What follows belongs to an exercise in optimizing a design on an open flow for small area; a production flow would make more cautious choices.
In this exercise RTL edits were held to simulation tests only and were not proved equivalent to the original.
No activity file was given, so power comes from the tool's default toggle rates.

File: flow/run.sh
#!/bin/bash
# synth_recipe.tcl (not shown) runs the flow's synth.tcl, then flattens the netlist and writes it again
# the make line also repeats each setting of config.mk as NAME=value (left out here)
make -C /OpenROAD-flow-scripts/flow DESIGN_CONFIG=/design/flow/config.mk WORK_HOME=/design/flow/orfs CLKGATE_MAP_FILE= SYNTH_SCRIPT=/design/flow/synth_recipe.tcl finish
File: flow/config.mk
export PLATFORM = sky130hd
export DESIGN_NAME = fetch_top
export DESIGN_NICKNAME = fetch_top
export VERILOG_FILES = /design/flow/design.v
export SDC_FILE = /design/flow/constraint.sdc
export NUM_CORES = 4
export LEC_CHECK = 0
export CAP_MARGIN = 20
export CORE_MARGIN = 2
export CORE_UTILIZATION = 45
export SLEW_MARGIN = 20
File: flow/design.v
package fetch_pkg;
    localparam int XLEN = 32;
    typedef logic [4:0]      reg_idx_t;
    typedef logic [XLEN-1:0] word_t;
    localparam word_t RESET_PC = '0;
    localparam logic [6:0] OPC_JAL    = 7'b1101111;
    localparam logic [6:0] OPC_JALR   = 7'b1100111;
    localparam logic [6:0] OPC_BRANCH = 7'b1100011;
    localparam logic [2:0] F3_BEQ  = 3'b000;
    localparam logic [2:0] F3_BNE  = 3'b001;
    localparam logic [2:0] F3_BLT  = 3'b100;
    localparam logic [2:0] F3_BGE  = 3'b101;
    localparam logic [2:0] F3_BLTU = 3'b110;
    localparam logic [2:0] F3_BGEU = 3'b111;
    localparam logic [1:0] NEXT_SEQ       = 2'b00;
    localparam logic [1:0] NEXT_EX_SEQ    = 2'b01;
    localparam logic [1:0] NEXT_BTB       = 2'b10;
    localparam logic [1:0] NEXT_EX_TARGET = 2'b11;
    typedef struct packed {
        logic  valid;
        word_t pc;
        word_t instr;
        logic  btb_hit;
    } fetch_t;
    typedef struct packed {
        logic  valid;
        logic  is_jump;
        logic  taken;
        logic  btb_hit;
        word_t pc;
        word_t target;
    } resolve_t;
    typedef struct packed {
        logic     en;
        reg_idx_t addr;
        word_t    data;
    } reg_wr_t;
    typedef struct packed {
        logic  valid;
        word_t pc;
        word_t instr;
    } issue_t;
endpackage
`timescale 1ns/100ps
module btb_predictor #(
    parameter int BTB_INDEX_WIDTH = 6
) (
    input  logic               clk_i,
    input  logic               rst_i,
    input  fetch_pkg::word_t   pc_i,
    input  fetch_pkg::resolve_t resolve_i,
    input  fetch_pkg::word_t   ex_pc_plus4_i,
    output logic               btb_hit_o,
    output logic [1:0]         next_sel_o,
    output fetch_pkg::word_t   btb_target_o,
    output logic               flush_o
);
    localparam int TAG_WIDTH = fetch_pkg::XLEN - BTB_INDEX_WIDTH - 2;
    localparam int DEPTH     = 2 ** BTB_INDEX_WIDTH;
    logic [DEPTH-1:0]     valid_q;
    logic [TAG_WIDTH-1:0] tag_mem [DEPTH];
    fetch_pkg::word_t     target_mem [DEPTH];
    logic [BTB_INDEX_WIDTH-1:0] rd_index;
    logic [BTB_INDEX_WIDTH-1:0] wr_index;
    logic [TAG_WIDTH-1:0]       rd_tag;
    logic [TAG_WIDTH-1:0]       wr_tag;
    fetch_pkg::word_t           ex_pred_next;
    fetch_pkg::word_t           ex_actual_next;
    logic                       train;
    assign rd_index = pc_i[BTB_INDEX_WIDTH+1:2];
    assign rd_tag   = pc_i[fetch_pkg::XLEN-1:BTB_INDEX_WIDTH+2];
    assign btb_hit_o    = valid_q[rd_index] && (tag_mem[rd_index] == rd_tag);
    assign btb_target_o = target_mem[rd_index];
    assign wr_index = resolve_i.pc[BTB_INDEX_WIDTH+1:2];
    assign wr_tag   = resolve_i.pc[fetch_pkg::XLEN-1:BTB_INDEX_WIDTH+2];
    assign ex_pred_next   = resolve_i.btb_hit ? target_mem[wr_index] : ex_pc_plus4_i;
    assign ex_actual_next = resolve_i.taken ? resolve_i.target : ex_pc_plus4_i;
    assign flush_o = resolve_i.valid &&
                     ((resolve_i.btb_hit != resolve_i.taken) ||
                      (ex_pred_next != ex_actual_next));
    assign train = flush_o && resolve_i.is_jump && resolve_i.taken;
    always_comb begin
        if (flush_o) begin
            next_sel_o = resolve_i.taken ? fetch_pkg::NEXT_EX_TARGET
                                         : fetch_pkg::NEXT_EX_SEQ;
        end else if (btb_hit_o) begin
            next_sel_o = fetch_pkg::NEXT_BTB;
        end else begin
            next_sel_o = fetch_pkg::NEXT_SEQ;
        end
    end
    always_ff @(posedge clk_i or posedge rst_i) begin
        if (rst_i) begin
            valid_q <= '0;
        end else if (train) begin
            valid_q[wr_index] <= 1'b1;
        end
    end
    always_ff @(posedge clk_i) begin
        if (train) begin
            tag_mem[wr_index]    <= wr_tag;
            target_mem[wr_index] <= resolve_i.target;
        end
    end
endmodule
`timescale 1ns/100ps
module fetch_unit #(
    parameter int BTB_INDEX_WIDTH = 6
) (
    input  logic                clk_i,
    input  logic                rst_i,
    input  logic                stall_i,
    input  fetch_pkg::word_t    instr_i,
    input  fetch_pkg::resolve_t resolve_i,
    output fetch_pkg::word_t    pc_o,
    output fetch_pkg::fetch_t   fetch_o,
    output logic                flush_o
);
    fetch_pkg::word_t pc_q;
    fetch_pkg::word_t pc_plus4;
    fetch_pkg::word_t ex_pc_plus4;
    fetch_pkg::word_t next_pc;
    fetch_pkg::word_t btb_target;
    logic [1:0]       next_sel;
    logic             btb_hit;
    assign pc_plus4    = pc_q + fetch_pkg::word_t'(4);
    assign ex_pc_plus4 = resolve_i.pc + fetch_pkg::word_t'(4);
    btb_predictor #(
        .BTB_INDEX_WIDTH (BTB_INDEX_WIDTH)
    ) u_btb (
        .clk_i         (clk_i),
        .rst_i         (rst_i),
        .pc_i          (pc_q),
        .resolve_i     (resolve_i),
        .ex_pc_plus4_i (ex_pc_plus4),
        .btb_hit_o     (btb_hit),
        .next_sel_o    (next_sel),
        .btb_target_o  (btb_target),
        .flush_o       (flush_o)
    );
    always_comb begin
        unique case (next_sel)
            fetch_pkg::NEXT_EX_SEQ:    next_pc = ex_pc_plus4;
            fetch_pkg::NEXT_BTB:       next_pc = btb_target;
            fetch_pkg::NEXT_EX_TARGET: next_pc = resolve_i.target;
            default:                   next_pc = pc_plus4;
        endcase
    end
    always_ff @(posedge clk_i or posedge rst_i) begin
        if (rst_i) begin
            pc_q <= fetch_pkg::RESET_PC;
        end else if (flush_o || !stall_i) begin
            pc_q <= next_pc;
        end
    end
    assign pc_o = pc_q;
    assign fetch_o.valid   = 1'b1;
    assign fetch_o.pc      = pc_q;
    assign fetch_o.instr   = instr_i;
    assign fetch_o.btb_hit = btb_hit;
endmodule
`timescale 1ns/100ps
module fetch_buffer (
    input  logic              clk_i,
    input  logic              rst_i,
    input  logic              stall_i,
    input  logic              flush_i,
    input  fetch_pkg::fetch_t fetch_i,
    output fetch_pkg::fetch_t fetch_o
);
    logic              valid_q;
    fetch_pkg::fetch_t data_q;
    always_ff @(posedge clk_i or posedge rst_i) begin
        if (rst_i) begin
            valid_q <= 1'b0;
        end else if (flush_i) begin
            valid_q <= 1'b0;
        end else if (!stall_i) begin
            valid_q <= fetch_i.valid;
        end
    end
    always_ff @(posedge clk_i) begin
        if (!stall_i) begin
            data_q <= fetch_i;
        end
    end
    always_comb begin
        fetch_o       = data_q;
        fetch_o.valid = valid_q;
    end
endmodule
`timescale 1ns/100ps
module reg_file (
    input  logic                clk_i,
    input  logic                rst_i,
    input  fetch_pkg::reg_idx_t rs1_i,
    input  fetch_pkg::reg_idx_t rs2_i,
    input  fetch_pkg::reg_wr_t  wb_i,
    output fetch_pkg::word_t    rd1_o,
    output fetch_pkg::word_t    rd2_o
);
    fetch_pkg::word_t regs_q [32];
    always_ff @(posedge clk_i or posedge rst_i) begin
        if (rst_i) begin
            for (int i = 0; i < 32; i++) begin
                regs_q[i] <= '0;
            end
        end else if (wb_i.en && (wb_i.addr != '0)) begin
            regs_q[wb_i.addr] <= wb_i.data;
        end
    end
    assign rd1_o = (rs1_i == '0) ? '0 : regs_q[rs1_i];
    assign rd2_o = (rs2_i == '0) ? '0 : regs_q[rs2_i];
endmodule
`timescale 1ns/100ps
module decode_resolve (
    input  logic                clk_i,
    input  logic                rst_i,
    input  logic                stall_i,
    input  logic                flush_i,
    input  fetch_pkg::fetch_t   fetch_i,
    input  fetch_pkg::reg_wr_t  wb_i,
    output fetch_pkg::resolve_t resolve_o,
    output fetch_pkg::issue_t   issue_o
);
    typedef struct packed {
        logic             btb_hit;
        logic             is_uncond;
        logic             is_branch;
        logic             cmp_true;
        fetch_pkg::word_t pc;
        fetch_pkg::word_t instr;
        fetch_pkg::word_t target;
    } id_ex_t;
    logic [6:0]          opcode;
    logic [2:0]          funct3;
    fetch_pkg::reg_idx_t rs1;
    fetch_pkg::reg_idx_t rs2;
    fetch_pkg::word_t    rd1;
    fetch_pkg::word_t    rd2;
    fetch_pkg::word_t    imm;
    fetch_pkg::word_t    base;
    logic                is_jal;
    logic                is_jalr;
    logic                is_branch;
    logic                cmp_true;
    id_ex_t              id_d;
    id_ex_t              ex_q;
    logic                ex_valid_q;
    logic                ex_taken;
    assign opcode = fetch_i.instr[6:0];
    assign funct3 = fetch_i.instr[14:12];
    assign rs1    = fetch_i.instr[19:15];
    assign rs2    = fetch_i.instr[24:20];
    assign is_jal    = (opcode == fetch_pkg::OPC_JAL);
    assign is_jalr   = (opcode == fetch_pkg::OPC_JALR);
    assign is_branch = (opcode == fetch_pkg::OPC_BRANCH);
    reg_file u_reg_file (
        .clk_i (clk_i),
        .rst_i (rst_i),
        .rs1_i (rs1),
        .rs2_i (rs2),
        .wb_i  (wb_i),
        .rd1_o (rd1),
        .rd2_o (rd2)
    );
    always_comb begin
        if (is_jal) begin
            imm = {{12{fetch_i.instr[31]}}, fetch_i.instr[19:12], fetch_i.instr[20],
                   fetch_i.instr[30:21], 1'b0};
        end else if (is_jalr) begin
            imm = {{21{fetch_i.instr[31]}}, fetch_i.instr[30:20]};
        end else begin
            imm = {{20{fetch_i.instr[31]}}, fetch_i.instr[7], fetch_i.instr[30:25],
                   fetch_i.instr[11:8], 1'b0};
        end
    end
    always_comb begin
        unique case (funct3)
            fetch_pkg::F3_BEQ:  cmp_true = (rd1 == rd2);
            fetch_pkg::F3_BNE:  cmp_true = (rd1 != rd2);
            fetch_pkg::F3_BLT:  cmp_true = ($signed(rd1) < $signed(rd2));
            fetch_pkg::F3_BGE:  cmp_true = ($signed(rd1) >= $signed(rd2));
            fetch_pkg::F3_BLTU: cmp_true = (rd1 < rd2);
            fetch_pkg::F3_BGEU: cmp_true = (rd1 >= rd2);
            default:            cmp_true = 1'b0;
        endcase
    end
    assign base = is_jalr ? rd1 : fetch_i.pc;
    assign id_d.btb_hit   = fetch_i.btb_hit;
    assign id_d.is_uncond = is_jal || is_jalr;
    assign id_d.is_branch = is_branch;
    assign id_d.cmp_true  = cmp_true;
    assign id_d.pc        = fetch_i.pc;
    assign id_d.instr     = fetch_i.instr;
    assign id_d.target    = base + imm;
    always_ff @(posedge clk_i or posedge rst_i) begin
        if (rst_i) begin
            ex_valid_q <= 1'b0;
        end else if (stall_i || flush_i) begin
            ex_valid_q <= 1'b0;
        end else begin
            ex_valid_q <= fetch_i.valid;
        end
    end
    always_ff @(posedge clk_i) begin
        ex_q <= id_d;
    end
    assign ex_taken = ex_q.is_uncond || (ex_q.is_branch && ex_q.cmp_true);
    assign resolve_o.valid   = ex_valid_q;
    assign resolve_o.is_jump = ex_q.is_uncond || ex_q.is_branch;
    assign resolve_o.taken   = ex_taken;
    assign resolve_o.btb_hit = ex_q.btb_hit;
    assign resolve_o.pc      = ex_q.pc;
    assign resolve_o.target  = ex_q.target;
    assign issue_o.valid = ex_valid_q;
    assign issue_o.pc    = ex_q.pc;
    assign issue_o.instr = ex_q.instr;
endmodule
`timescale 1ns/100ps
module fetch_top (
    input  logic        clk_i,
    input  logic        rst_i,
    input  logic        stall_i,
    input  logic [31:0] fetch_instr_i,
    input  logic        wb_en_i,
    input  logic [4:0]  wb_addr_i,
    input  logic [31:0] wb_data_i,
    output logic [31:0] fetch_pc_o,
    output logic        issue_valid_o,
    output logic [31:0] issue_pc_o,
    output logic [31:0] issue_instr_o,
    output logic        mispredict_o
);
    localparam int BTB_INDEX_WIDTH = 5;
    fetch_pkg::reg_wr_t  wb;
    fetch_pkg::issue_t   issue;
    fetch_pkg::fetch_t   if_fetch;
    fetch_pkg::fetch_t   id_fetch;
    fetch_pkg::resolve_t ex_resolve;
    logic                flush;
    assign wb.en   = wb_en_i;
    assign wb.addr = wb_addr_i;
    assign wb.data = wb_data_i;
    fetch_unit #(
        .BTB_INDEX_WIDTH (BTB_INDEX_WIDTH)
    ) u_fetch_unit (
        .clk_i     (clk_i),
        .rst_i     (rst_i),
        .stall_i   (stall_i),
        .instr_i   (fetch_instr_i),
        .resolve_i (ex_resolve),
        .pc_o      (fetch_pc_o),
        .fetch_o   (if_fetch),
        .flush_o   (flush)
    );
    fetch_buffer u_fetch_buffer (
        .clk_i   (clk_i),
        .rst_i   (rst_i),
        .stall_i (stall_i),
        .flush_i (flush),
        .fetch_i (if_fetch),
        .fetch_o (id_fetch)
    );
    decode_resolve u_decode_resolve (
        .clk_i     (clk_i),
        .rst_i     (rst_i),
        .stall_i   (stall_i),
        .flush_i   (flush),
        .fetch_i   (id_fetch),
        .wb_i      (wb),
        .resolve_o (ex_resolve),
        .issue_o   (issue)
    );
    assign issue_valid_o = issue.valid;
    assign issue_pc_o    = issue.pc;
    assign issue_instr_o = issue.instr;
    assign mispredict_o  = flush;
endmodule
File: flow/constraint.sdc
create_clock -name core_clock -period 10.0 [get_ports {clk_i}]
set_input_delay 2.0000 -clock core_clock [delete_from_list [all_inputs] [get_ports {clk_i}]]
set_output_delay 2.0000 -clock core_clock [all_outputs]
set_load 0.01 [all_outputs]
==> run notes <==
==> area by class of cell <==
| class | count | area [um2] | share of cell area |
|---|---|---|---|
| multi-input cells | 5072 | 51100 | 0.324 |
| flip-flops and latches | 3047 | 85200 | 0.540 |
| diodes | 28 | 70.1 | 0.000444 |
| repair buffers | 552 | 5130 | 0.0325 |
| inverters | 30 | 119 | 0.000753 |
| clock buffers | 436 | 9110 | 0.0578 |
| well taps | 4120 | 5150 | 0.0327 |
| clock inverters | 174 | 1840 | 0.0116 |
==> metal layers <==
layer	global-route usage	up-vias	part of all wire
met5	0	-	0.00061
met1	0.447	50349	0.35
li1	-	36505	-
met2	0.540	7960	0.45
met3	0.0995	2363	0.12
met4	0.238	50	0.082
==> synth_stat cells, drive strengths merged (9+ instances only) <==
cell     number  area, um2
edfxtp     1889      56700
mux2       1112      12500
dfrtp      1058      26500
mux4        627      14100
clkbuf      462       1730
a22oi       377       2830
mux2i       343       3430
buf         322       1780
nand2       279       1050
a22o        264       2310
a221oi      257       2250
nor2        248        933
a21oi       177        886
nand4       167       1040
nand3       154        783
o22ai       137        857
dfxtp       100       2000
o21ai        89        445
nor3         78        390
ha           69        863
a222oi       66        661
xnor2        44        385
o31ai        42        334
nor4         38        253
a21o         37        278
and3         37        231
o21bai       36        270
xor2         32        280
inv          28        105
nand2b       27        169
nor2b        27        169
a31oi        26        163
o211ai       26        195
a211oi       18        135
and2         17        106
o21a         16        120
or3          15       93.8
o2111ai      13        114
a31o         12        105
o221ai       12        105
or4          12       90.1
nand3b       11       82.6
and4          9       78.8
==> flip-flops by register name (all words and copies together) (netlist names) <==
register / count
u_fetch_buffer.data_q: 65
u_fetch_unit.u_btb.target_mem: 1024
u_fetch_buffer.valid_q: 1
u_fetch_unit.u_btb.valid_q: 32
u_fetch_unit.u_btb.tag_mem: 800
u_fetch_unit.pc_q: 32
u_decode_resolve.ex_valid_q: 1
u_decode_resolve.ex_q: 100
u_decode_resolve.u_reg_file.regs_q: 992
==> how the worst max path moves through the flow <==
stage                         startpoint                           to  slack, ns
3_3_place_gp   u_decode_resolve.ex_q[67]                 mispredict_o       2.18
6_report       u_decode_resolve.ex_q[67]                 mispredict_o       0.88
4_1_cts        u_decode_resolve.ex_q[67]                 mispredict_o       1.08
3_5_place_dp   u_decode_resolve.ex_q[67]                 mispredict_o       2.08
5_1_grt        u_decode_resolve.ex_q[67]                 mispredict_o       1.03
2_1_floorplan                      rst_i  u_decode_resolve.ex_valid_q      -6.59
==> worst max-delay path: stages (launching register included) <==
cell	delay, ns
dfxtp_4	0.79
buf_4	0.49
or4_1	0.78
buf_4	0.43
o22ai_1	0.14
nor4_1	0.46
o21ai_0	0.45
o221ai_1	0.37
o2111ai_1	0.17
nor4_1	0.38
nand4_1	0.25
o31ai_4	0.40
inv_2	0.29
clkdlybuf4s50_1	0.71
==> power by group <==
| part | switching, mW | internal [mW] |
|---|---|---|
| clock network | 5.35 | 7.06 |
| logic | 6.47 | 4.26 |
| registers | 1.44 | 15.3 |
==> metrics by stage <==
| stage | instances | hold slack, ns | worst slack, ns |
|---|---|---|---|
| after floorplan | 8933 | 0.323 | -6.59 |
| after global placement | 12815 | 0.331 | 2.18 |
| after detailed placement | 12820 | 0.333 | 2.08 |
| after CTS | 13430 | 0.355 | 1.08 |
| after global routing | 13438 | 0.367 | 1.03 |
| final | 13459 | 0.360 | 0.884 |
==> kinds of logic (layout without fill, tap and decap cells) <==
logic type                 after synthesis  in the layout  synth area share
muxes                                 2082           2082             0.216
buffers and inverters                  814           1192            0.0261
other                                    0             28                 0
AOI/OAI and AO/OA                     1670           1670            0.0910
DFF                                   3047           3047             0.613
xor gates and xnor gates                76             76           0.00479
adders and majority gates               70             70           0.00635
and+or+nand+nor                       1174           1174            0.0428
==> flow_summary_export.csv <==
group,metric,value,unit
grt,grt_start_max_net_pins,167,
place,dpl.hpwl,344000,um
hold_path,min_delay_path_depth,0,
critical_path,rr_endpoint,"u_fetch_unit.u_btb.tag_mem[25][13]",
clock_network,cts-root-buf,"clkbuf_16",
timing,finalHoldViolations,0,
clock_network,cts_resized,0,
yosys,syn_inst,8933,
clock_network,insertion_delay,0.96,ns
detailed_routing,drt-total-wl,571000,um
yosys,ys_warn_count,6,
detailed_routing,num_vias,97227,
grt,grt_pass1_vias,94536,
yosys,synth-main-ff-cell,"edfxtp_1",
grt,track_usage,0.356,
timing,fin_skew,0.0588,ns
critical_path,start_kind,"register",
clock_network,cts.repair_timing.setup_buffer_count,0,
layout,layout_commonest_cell,"edfxtp_1",
floorplan,die_w,560,um
clock_network,cts_num_sinks,3047,
detailed_routing,firstDrtPassIters,13,
floorplan,rows,204,
place,routabilityCongestion,0.972,
grt,antenna_found_initial,56,
yosys,synth.cell_area,0.139,mm2
layout,fill_cells,25287,
timing,fmax,0.110,GHz
timing,rsz0062_at_grt,"false",
clock_network,htree_levels,5,
floorplan,initial_core_util,0.451,
hold_path,min_to,"u_decode_resolve.ex_q[99]",
hold_path,hold_path.class,"reg2reg",
clock_network,clkTransAtPathRegs,0.06,ns
timing,setup_viol_count_final,0,
yosys,synth_seq_cells,3047,
yosys,ys_seq_area_frac,0.613,
clock_network,ctsHoldBuffers,0,
layout,syn_to_final_growth,13.4,%
floorplan,dieArea,0.314,mm2
status,status,"finished clean",
critical_path,worstPathArrival,7.12,ns
detailed_routing,drt-initial-drc-count,16939,
grt,grt_pass1_wl,780000,um
clock_network,clk_path_buf_depth,4,
layout,post-route-util,0.512,
critical_path,crit_fanout,45,
critical_path,rr_startpoint,"u_decode_resolve.ex_q[67]",
timing,drv_slew,0,
critical_path,reg2reg_depth,14,
timing,slew_headroom,0.164,
layout,design_area,0.158,mm2
yosys,yosysUniqueCellTypes,92,
pwr,ir_drop,0.000197,V
pwr,powerDensity,253,mW/mm2
yosys,synthArstFlopShare,0.347,
clock_network,cts_inserted_buffers,334,
pwr,power,39.9,mW
place,io_buffer_count,170,
place,place_area,0.147,mm2
detailed_routing,remaining_drc_errors,0,
layout,layout.nets,9180,
detailed_routing,antenna_left,0,
critical_path,critPathKind,"reg2out",
yosys,syn_area_per_cell,15.6,um2
clock_network,cts_tree,"yes",
timing,min_period,9.12,ns
job,max_cap_violations,0,
timing,fin_setup_tns,0,ns
timing,fin_crit_sh,0.912,
grt,grt_overflow_total,0,
detailed_routing,vias_per_cell,7.22,
floorplan,fp.coreArea,0.308,mm2
layout,most-common-layout-cells,"1889 x edfxtp_1, 1112 x mux2_2, 1053 x dfrtp_1",
yosys,syn_nets,9076,
critical_path,cp-end-kind,"output port",
critical_path,reg2reg_slack,2.17,ns
layout,final_layout_size_suffix_gt1_frac,0.304,
pwr,p_leak,57.1,nW
timing,worstMarginPinSlew,1.24,ns
detailed_routing,post_drt_wl_per_cell,42.5,um
floorplan,die_h,560,um
floorplan,io_pins,171,
yosys,synth_enable_flop_cells,1889,
critical_path,required,8.00,ns
hold_path,min_from,"u_fetch_buffer.data_q[0]",

[re-timing with driven ports]
Ports are ideal in the flow. The routed layout listed here was re-timed in OpenROAD. Step 1 (the two cells are an assumption about what drives the block):
set clk [get_ports {clk_i}]
set_driving_cell -lib_cell sky130_fd_sc_hd__clkbuf_16 $clk
set_driving_cell -lib_cell sky130_fd_sc_hd__buf_2 [delete_from_list [all_inputs] $clk]
Step 2 also shifts input and output timing later by t, the mid clock arrival at the registers, as if the neighbouring blocks saw the same clock. Slacks: no drivers / after step 1 / after step 2; pairs: no drivers / after step 1.
t (ns): 1.044
setup WS [ns]: 0.884 / 0.769 / 1.813
worst slew at a driven data input, ns: 0.21
pins driven straight from the clock port: 1
After both steps setup and hold are still met in this run. For this run, drivers alone change the setup slack by -0.115 ns; drivers and shift together by +0.929 ns.
